Context: an optimization exercise on an open-source flow, tuned for small area, a short achievable clock period and few clock cycles. The choices shown serve that exercise and are no tape-out recipe.
Only simulation tests tie the RTL to the original design; equivalence was not proved.
No activity file was given, so power comes from the tool's default toggle rates.

Setup of v55:
## rnn_cell_engine
module rnn_cell_engine #(
    parameter int HID  = 64,
    parameter int XW   = 32,
    parameter int DW   = 20,
    parameter int FRAC = 16,
    parameter int ACC  = 44,
    parameter int AW   = 17
) (
    input  logic          clk,
    input  logic          reset,
    input  logic          ready,
    input  logic          act_mode,
    input  logic [XW-1:0] idata,
    input  logic [DW-1:0] mdata_r,
    output logic          busy,
    output logic          done,
    output logic          i_en,
    output logic          mce,
    output logic [2:0]    msel,
    output logic [AW-1:0] maddr,
    output logic [DW-1:0] mdata_w
);
For scale: about 2700 flip-flops, ~74000 µm² of cells after synthesis.
==> flow/config.mk <==
export PLATFORM = sky130hd
export DESIGN_NAME = rnn_cell_engine
export DESIGN_NICKNAME = rnn_cell_engine
export VERILOG_FILES = /design/flow/design.v
export SDC_FILE = /design/flow/constraint.sdc
export NUM_CORES = 4
export LEC_CHECK = 0
export CAP_MARGIN = 20
export CORE_MARGIN = 2
export CORE_UTILIZATION = 40
export SLEW_MARGIN = 20
==> flow/constraint.sdc <==
create_clock -name core_clock -period 14.0 [get_ports {clk}]
set_input_delay 2.8000 -clock core_clock [delete_from_list [all_inputs] [get_ports {clk}]]
set_output_delay 2.8000 -clock core_clock [all_outputs]
set_load 0.01 [all_outputs]
standard.sh (not shown) runs the stock make flow with config.mk's settings and CLKGATE_MAP_FILE= SYNTH_SCRIPT=/design/flow/synth_recipe.tcl, a recipe that flattens the netlist after the stock synthesis.
==> flow/flow/run.sh <==
#!/bin/bash
set -euo pipefail
bash standard.sh SETUP_SLACK_MARGIN=10 "BUFFER_PORTS_ARGS=-buffer_cell sky130_fd_sc_hd__buf_4" "CTS_ARGS=-sink_clustering_enable -repair_clock_nets -dont_use_dummy_load -sink_clustering_size 30 -sink_clustering_max_diameter 50" finish > make_finish.log 2>&1
v55 was carried through to the last stage, and its layout satisfied the timing, DRC and antenna checks.
Testbench counts of v55, summed over its fixed seeds: cycles 993,632.
#### Input delta (v4 over v55)
==> flow/flow/run.sh <==
#!/bin/bash
set -euo pipefail
bash standard.sh SETUP_SLACK_MARGIN=10 "BUFFER_PORTS_ARGS=-buffer_cell sky130_fd_sc_hd__buf_4" CORE_UTILIZATION=60 PLACE_DENSITY=0.70 finish > make_finish.log 2>&1
Delta (v4 minus v55): die boundary width fell by 79 µm, power per cell area rose by 14%, utilization after layout rose by 25 points, combinational fraction of design power fell by 1.0 points, count of port buffers added during placement stayed essentially flat.
Clock network fraction of total power for v4: 10 points up relative to v55
> inputs changed (v4 -> v34)
==> flow/flow/run.sh <==
#!/bin/bash
set -euo pipefail
bash standard.sh SETUP_SLACK_MARGIN=10 "BUFFER_PORTS_ARGS=-buffer_cell sky130_fd_sc_hd__buf_4" "CTS_ARGS=-sink_clustering_enable -repair_clock_nets -dont_use_dummy_load" finish > make_finish.log 2>&1
Notes after the runs:
- v34 | stages: all done | timing, DRC, antenna: all pass
- Going from v4 to v34, overall via count from detail_route lost 761, non-clock buffer count grew by 6.9%, final-stage net count rose by about 0.35%, wire length of the first global-routing pass dropped about 5.3%.
- Cmp v34 and v4 / total wire length after detailed routing / lower: v34
- Comparing v34 with v4, the area share of buffers outside the clock network came out essentially unchanged.
- Compared with v4, v34 instantiates a larger number of standard cells.
- Relative to v4, headroom to the max-slew limit has increased by 1.1 points in v34.
Changes in v56 relative to v34:
==> flow/flow/run.sh <==
#!/bin/bash
set -euo pipefail
bash standard.sh SETUP_SLACK_MARGIN=10 "BUFFER_PORTS_ARGS=-buffer_cell sky130_fd_sc_hd__buf_4" "CTS_ARGS=-sink_clustering_enable -repair_clock_nets -dont_use_dummy_load -sink_clustering_size 20 -sink_clustering_max_diameter 40 -sink_clustering_buffer sky130_fd_sc_hd__clkbuf_8" finish > make_finish.log 2>&1
## What came out
Compared to v34, v56 has iteration count of the initial detailed-routing pass 1 lower. More vias were needed by v56 than by v34. For the post-layout minimum cycle time, v56 came in 0.070 ns higher than v34 did. | net switching share of the total power | higher: v56 |. The lower non-clock buffer count of v34 and v56 is in v56. When v56 is measured against v34, its proportion of power drawn by flip-flops and latches turns out 4.0 points higher. v34 and v56 ended up with nearly the same total wire length after detailed routing. Post-detailed-route count of antenna-violating nets essentially unchanged between v56 and v34. Compared to v34, v56 shows a narrower setup margin.

## port drivers added, routing unchanged
No port has a modelled driver above. Below, the same layouts with a new extraction and two added sets of constraints. Step 1, drivers: a clkbuf_16 drives clk and a buf_2 each remaining input, both assumed. Step 2 adds t to the input delays and takes it off the output delays; t is the mean of the earliest and latest rising clock arrival at the registers after step 1. Input paths then give back, and output paths get back, about the clock's delay inside the block. a / b / c = ideal ports / drivers / drivers and shift; a / b = the first two.
run	shift t [ns]	slack for setup (ns)	slew at the worst register clock pin (ns)	worst slew at a driven data input, ns	pins driven straight from the clock port
v55	0.833	9.897 / 9.817 / 10.162	0.10 / 0.10	0.06	1
v4	0.879	9.848 / 9.775 / 10.083	0.08 / 0.08	0.06	1
v34	0.860	9.894 / 9.814 / 10.186	0.07 / 0.07	0.06	1
v56	0.896	9.824 / 9.745 / 10.174	0.11 / 0.11	0.06	1
After both steps every run listed still meets setup and hold.
